This is an optimization exercise on Yosys and OpenROAD, whose aim is small area, a short achievable clock period and few clock cycles per item, not a production implementation.
Function was checked by simulation only, so behaviour that the tests miss may differ from the original.

== lane 1 ==
==> flow/design.v <==
module alu_muldiv_seq #(
  parameter int XLEN = 64,
  parameter int OPW  = 3
) (
  input  logic            i_Clk,
  input  logic            i_Rst_n,
  input  logic            i_Valid,
  output logic            o_Ready,
  input  logic [OPW-1:0]  i_Op,
  input  logic [XLEN-1:0] i_Rs1,
  input  logic [XLEN-1:0] i_Rs2,
  input  logic            i_Flush,
  output logic            o_Valid,
  input  logic            i_Ready,
  output logic [XLEN-1:0] o_Result,
  output logic            o_Zero
);
  localparam int ND = 8;           
  localparam int SH = 2 * ND;      
  localparam int ZW = 66 + SH;     
  localparam logic [2:0] S_IDLE = 3'd0, S_PRE1 = 3'd1, S_PRE = 3'd2, S_STEP = 3'd3, S_POST = 3'd4;
  logic [2:0]    state;
  logic [2:0]    op_reg;
  logic [65:0]   s_reg, c_reg;     
  logic [64:0]   x_reg;            
  logic [63:0]   l_reg;            
  logic [SH-1:0] hs_reg, hc_reg;   
  logic          hn_reg;           
  logic [1:0]    lcin_reg;         
  logic [ND-1:0] bsone_reg, bstwo_reg, bsneg_reg;  
  logic [5:0]    cnt_reg;
  logic          aneg_reg, bneg_reg, mcorr_reg, bzero_reg;
  logic [6:0]    lza_reg, lzb_reg;
  logic          pgs_reg, pxs_reg, pinc_reg, qinv_reg;   
  logic [63:0]   res_reg;
  logic          valid_reg, ready_reg;
  logic          sdiv_reg, smul_reg;             
  logic in_div, a_sgn, b_sgn, a_neg, b_neg;
  always_comb begin
    in_div = i_Op[2];
    a_sgn  = in_div ? ~i_Op[0] : (i_Op[1:0] != 2'd3);
    b_sgn  = in_div ? ~i_Op[0] : ~i_Op[1];
    a_neg  = a_sgn & i_Rs1[63];
    b_neg  = b_sgn & i_Rs2[63];
  end
  function automatic logic [6:0] lzc64(input logic [63:0] v);
    lzc64 = 7'd64;
    for (int i = 0; i < 64; i++)
      if (v[i]) lzc64 = 7'(63 - i);
  endfunction
  logic [63:0] va, vb, a_mag, b_mag;
  logic [8:0]  dsh;
  logic [64:0] bal;
  logic        dinv, dinc;
  always_comb begin
    va    = i_Rs1 ^ {64{a_neg}};
    vb    = i_Rs2 ^ {64{b_neg}};
    a_mag = aneg_reg ? -x_reg[63:0] : x_reg[63:0];
    b_mag = bneg_reg ? -l_reg : l_reg;
    dsh   = {2'b0, lzb_reg} - {2'b0, lza_reg} + {8'b0, aneg_reg};
    bal   = {1'b0, c_reg[63:0]} << {dsh[6:1], 1'b0};
    dinv = op_reg[1] ? aneg_reg : (bzero_reg | (aneg_reg ^ bneg_reg));
    dinc = op_reg[1] ? aneg_reg : (~bzero_reg & (aneg_reg ^ bneg_reg));
  end
  logic [ZW-1:0] row [ND+3];
  logic [ZW-1:0] q1s, q1c, q2s, q2c, q3s, q3c, q4s, q4c, q5s, q5c, q6s, q6c, q7s, q7c, q8s, q8c, q9s, q9c;
  logic [SH+1:0] lo_sum;
  function automatic logic [2*ZW-1:0] csa(input logic [ZW-1:0] a, input logic [ZW-1:0] b,
                                          input logic [ZW-1:0] c);
    logic [ZW-1:0] s, cy;
    s  = a ^ b ^ c;
    cy = ((a & b) | (a & c) | (b & c)) << 1;
    csa = {cy, s};
  endfunction
  function automatic logic [3*ND-1:0] booth_sel(input logic [SH:0] v);
    logic [ND-1:0] one, two, ng;
    for (int k = 0; k < ND; k++) begin
      one[k] = v[2*k+1] ^ v[2*k];
      two[k] = (v[2*k+2] & ~v[2*k+1] & ~v[2*k]) | (~v[2*k+2] & v[2*k+1] & v[2*k]);
      ng[k]  = v[2*k+2];
    end
    booth_sel = {ng, two, one};
  endfunction
  always_comb begin
    row[0] = '0;
    row[0][65:0] = s_reg;
    for (int k = 0; k < ND; k++) row[0][66 + 2*k] = 1'b1;   
    row[1] = {{(ZW-66){1'b0}}, c_reg};
    for (int k = 0; k < ND; k++) begin
      logic [65:0] m, r;
      m   = ({66{bsone_reg[k]}} & {x_reg[64], x_reg}) | ({66{bstwo_reg[k]}} & {x_reg, 1'b0});
      r   = m ^ {66{bsneg_reg[k]}};
      row[k+2] = '0;
      row[k+2][2*k +: 66] = {~r[65], r[64:0]};
      if (k > 0) row[k+2][2*k-2] = bsneg_reg[k-1];
    end
    row[ND+2] = '0;
    row[ND+2][SH +: 64] = (mcorr_reg & (cnt_reg == 6'd0)) ? x_reg[63:0] : 64'b0;
    {q1c, q1s} = csa(row[0], row[1], row[2]);
    {q2c, q2s} = csa(row[3], row[4], row[5]);
    {q3c, q3s} = csa(row[6], row[7], row[8]);
    {q4c, q4s} = csa(q1s, q1c, q2s);
    {q5c, q5s} = csa(q2c, q3s, q3c);
    {q6c, q6s} = csa(row[9], row[10], q4s);
    {q7c, q7s} = csa(q4c, q5s, q5c);
    {q8c, q8s} = csa(q6s, q6c, q7s);
    {q9c, q9s} = csa(q8s, q8c, q7c);
    lo_sum = {2'b0, hs_reg} + {2'b0, hc_reg} + {3'b0, hn_reg, {(SH-2){1'b0}}} + {{SH{1'b0}}, lcin_reg};
  end
  logic [67:0] dr, db1, db2, dd1, dd2, dd3, d3s, d3c;
  logic [68:0] dd1w, dd2w, dd3w;
  amd_add #(69) u_dd1 (.a({dr, 1'b1}), .b({~db1, 1'b1}), .y(dd1w));
  amd_add #(69) u_dd2 (.a({dr, 1'b1}), .b({~db2, 1'b1}), .y(dd2w));
  amd_add #(69) u_dd3 (.a({d3s, 1'b1}), .b({d3c, 1'b1}), .y(dd3w));
  logic [1:0]  dq;
  logic [63:0] drn;
  always_comb begin
    dr   = {4'b0, s_reg[63:0]};
    db1  = {3'b0, x_reg};
    db2  = {2'b0, x_reg, 1'b0};
    dd1  = dd1w[68:1];
    dd2  = dd2w[68:1];
    d3s  = dr ^ ~db1 ^ ~db2;
    d3c  = {((dr[66:0] & ~db1[66:0]) | (dr[66:0] & ~db2[66:0]) | (~db1[66:0] & ~db2[66:0])), 1'b1};
    dd3  = dd3w[68:1];
    if (~dd3[67])      begin dq = 2'd3; drn = dd3[63:0]; end
    else if (~dd2[67]) begin dq = 2'd2; drn = dd2[63:0]; end
    else if (~dd1[67]) begin dq = 2'd1; drn = dd1[63:0]; end
    else               begin dq = 2'd0; drn = s_reg[63:0]; end
  end
  localparam int FW = 64 + SH;
  logic [FW-1:0] fa, fb, fc, fs, fcy;
  logic [FW:0]   fsum;
  logic [63:0]   post_res;
  logic          fc1, fc2;
  always_comb begin
    fc1  = lcin_reg[0] | lcin_reg[1];
    fc2  = lcin_reg[1];
    fa   = {(s_reg[63:0] & {64{pgs_reg}}) ^ {64{pxs_reg}}, hs_reg};
    fb   = {c_reg[63:0], hc_reg};
    fc   = {64'b0, 1'b0, hn_reg, {(SH-2){1'b0}}};
    fs   = fa ^ fb ^ fc;
    fcy  = {((fa[FW-2:0] & fb[FW-2:0]) | (fa[FW-2:0] & fc[FW-2:0]) | (fb[FW-2:0] & fc[FW-2:0])), fc1};
    fcy[SH] = fcy[SH] | pinc_reg;
    if (op_reg == 3'd0)
      post_res = {fsum[SH:1], l_reg[63:SH]};
    else
      post_res = fsum[FW:SH+1];
  end
  amd_add #(FW+1) u_fsum (.a({fs, 1'b1}), .b({fcy, fc2}), .y(fsum));
  logic accept, handoff, post_fire;
  assign accept    = i_Valid & ready_reg & ~i_Flush;
  assign handoff   = valid_reg & i_Ready & ~i_Flush;
  assign post_fire = (state == S_POST) & ~valid_reg;
  logic [2:0] state_n;
  logic       valid_n;
  always_comb begin
    state_n = state;
    valid_n = valid_reg;
    if (handoff) valid_n = 1'b0;
    if (post_fire) begin
      valid_n = 1'b1;
      state_n = S_IDLE;
    end
    case (state)
      S_PRE1: state_n = S_PRE;
      S_PRE:  state_n = (bzero_reg | dsh[8]) ? S_POST : S_STEP;
      S_STEP: if (cnt_reg == 6'd0) state_n = S_POST;
      default: ;
    endcase
    if (accept) state_n = ~i_Op[2] ? S_STEP : (a_neg | b_neg) ? S_PRE1 : S_PRE;
    if (i_Flush) begin
      state_n = S_IDLE;
      valid_n = 1'b0;
    end
  end
  always_ff @(posedge i_Clk) begin
    if (!i_Rst_n) begin
      state     <= S_IDLE;
      valid_reg <= 1'b0;
      ready_reg <= 1'b1;
      sdiv_reg  <= 1'b0;
      smul_reg  <= 1'b0;
    end else begin
      state     <= state_n;
      valid_reg <= valid_n;
      sdiv_reg  <= (state_n == S_STEP) & ((state == S_STEP) ? op_reg[2] : (state == S_PRE));
      smul_reg  <= (state_n == S_STEP) & ((state == S_STEP) ? ~op_reg[2] : accept);
      ready_reg <= (state_n == S_IDLE) | ((state_n == S_POST) & ~valid_n);
    end
  end
  always_ff @(posedge i_Clk) begin
    if (post_fire) res_reg <= post_res;
    if (sdiv_reg | smul_reg) begin
      cnt_reg <= cnt_reg - 6'd1;
      if (sdiv_reg) begin
        s_reg[63:0] <= drn;
        if (~op_reg[1]) c_reg <= {c_reg[63:0], dq ^ {2{qinv_reg}}};
        x_reg <= {2'b0, x_reg[64:2]};
      end else begin
        s_reg     <= q9s[ZW-1:SH];
        c_reg     <= q9c[ZW-1:SH];
        hs_reg    <= q9s[SH-1:0];
        hc_reg    <= q9c[SH-1:0];
        hn_reg    <= bsneg_reg[ND-1];
        lcin_reg  <= lo_sum[SH+1:SH];
        {bsneg_reg, bstwo_reg, bsone_reg} <= booth_sel(l_reg[2*SH-1:SH-1]);
        l_reg     <= {lo_sum[SH-1:0], l_reg[63:SH]};
      end
    end else if (ready_reg) begin
      op_reg    <= i_Op;
      aneg_reg  <= a_neg;
      bneg_reg  <= b_neg;
      mcorr_reg <= ~in_div & ~b_sgn & i_Rs2[63];
      s_reg     <= in_div ? {2'b0, i_Rs1} : {2'b10, 64'b0};
      c_reg     <= in_div ? {2'b0, i_Rs2} : 66'b0;
      lza_reg   <= lzc64(va);
      lzb_reg   <= lzc64(vb);
      bzero_reg <= (i_Rs2 == 64'b0);
      x_reg     <= {a_sgn & i_Rs1[63], i_Rs1};
      l_reg     <= i_Rs2;
      hs_reg    <= '0;
      hc_reg    <= '0;
      hn_reg    <= 1'b0;
      lcin_reg  <= 2'b0;
      {bsneg_reg, bstwo_reg, bsone_reg} <= booth_sel({i_Rs2[SH-1:0], 1'b0});
      cnt_reg   <= 6'(64 / SH - 1);
      pgs_reg   <= 1'b1;
      pxs_reg   <= 1'b0;
      pinc_reg  <= 1'b0;
    end else if (state == S_PRE1) begin
      s_reg     <= {2'b0, a_mag};
      c_reg     <= {2'b0, b_mag};
    end else if (state == S_PRE) begin
      c_reg    <= {66{~op_reg[1] & dinv}};
      x_reg    <= bal;
      cnt_reg  <= dsh[6:1];
      pgs_reg  <= op_reg[1];
      pxs_reg  <= op_reg[1] & dinv;
      pinc_reg <= dinc;
      qinv_reg <= ~op_reg[1] & dinv;
    end
  end
  assign o_Ready  = ready_reg;
  assign o_Valid  = valid_reg;
  assign o_Result = res_reg;
  assign o_Zero   = (res_reg == 64'b0);
endmodule
module amd_add #(
  parameter int W = 64
) (
  input  logic [W-1:0] a,
  input  logic [W-1:0] b,
  output logic [W-1:0] y
);
  assign y = a + b;
endmodule
clock: 8.0 ns
lec_check: 0
cap_margin: 20
core_margin: 2
core_utilization: 40
setup_slack_margin: 3.5
slew_margin: 20
synth_hierarchical: 1
tns_end_percent: 0
run.sh (not shown) runs the stock make flow with config.mk's settings and CLKGATE_MAP_FILE= SYNTH_SCRIPT=/design/flow/synth_recipe.tcl, a recipe that flattens the netlist after the stock synthesis.
Testbench counts of lane 1, summed over its fixed seeds: cycles 14,496, items 2,400.
Input changes introduced in lane 2 (baseline for comparison: lane 1):
diff --git a/flow/design.v b/flow/design.v
--- a/flow/design.v
+++ b/flow/design.v
@@ -140,16 +140,16 @@
     fb   = {c_reg[63:0], hc_reg};
     fc   = {64'b0, 1'b0, hn_reg, {(SH-2){1'b0}}};
     fs   = fa ^ fb ^ fc;
     fcy  = {((fa[FW-2:0] & fb[FW-2:0]) | (fa[FW-2:0] & fc[FW-2:0]) | (fb[FW-2:0] & fc[FW-2:0])), fc1};
     fcy[SH] = fcy[SH] | pinc_reg;
+    fsum = {fs, 1'b1} + {fcy, fc2};
     if (op_reg == 3'd0)
       post_res = {fsum[SH:1], l_reg[63:SH]};
     else
       post_res = fsum[FW:SH+1];
   end
-  amd_add #(FW+1) u_fsum (.a({fs, 1'b1}), .b({fcy, fc2}), .y(fsum));
   logic accept, handoff, post_fire;
   assign accept    = i_Valid & ready_reg & ~i_Flush;
   assign handoff   = valid_reg & i_Ready & ~i_Flush;
   assign post_fire = (state == S_POST) & ~valid_reg;
   logic [2:0] state_n;
### Flow results
Summary — total routing usage reported by global routing, lane 2 relative to lane 1: lower, by 3.0 points. Area of the multi-input gates (lower): lane 2. Lane 2 vs. lane 1: non-clock buffer count went down by 4.8%. The higher final critical path time including I/O delays and setup came out of lane 1. Against lane 1 as the reference, lane 2 delivers a lower fraction of area in non-clock buffers. Going from lane 1 to lane 2, routed metal-1 wire length saw a decrease; sequential cell area saw little to no change; core utilization saw a decrease. sky130_fd_sc_hd__o21ai_0 as the worst-path cell with the longest stage delay was reported by lane 1, and sky130_fd_sc_hd__mux2i_1 by lane 2. Looking at wire length, lane 2 sits 11% below lane 1.
Testbench counts of lane 2, summed over its fixed seeds: cycles 14,496, items 2,400.

==> static timing again, ports no longer ideal <==
In the flow no input, the clock included, has a driving cell. The finished layouts below were timed again as built, in two steps. Step 1 assumes that a clkbuf_16 drives the clock port and a buf_2 every other input. Step 2 moves the port delays by t, midway between the first and last clock arrival at a register: inputs arrive t later, outputs are due t later. That takes back most of the time a late clock gives input paths. Slacks: no drivers / after step 1 / after step 2; pairs: no drivers / after step 1.
run	shift t [ns]	slack for setup (ns)	worst data-port slew with drivers (ns)	pins driven straight from the clock port
lane 1	0.778	3.056 / 3.056 / 2.658	0.29	1
lane 2	0.766	3.063 / 3.063 / 2.374	0.22	1
After both steps setup and hold are still met in every run listed. For lane 2, which loses most, drivers alone change the setup slack by 0.000 ns; drivers and shift together by -0.689 ns.
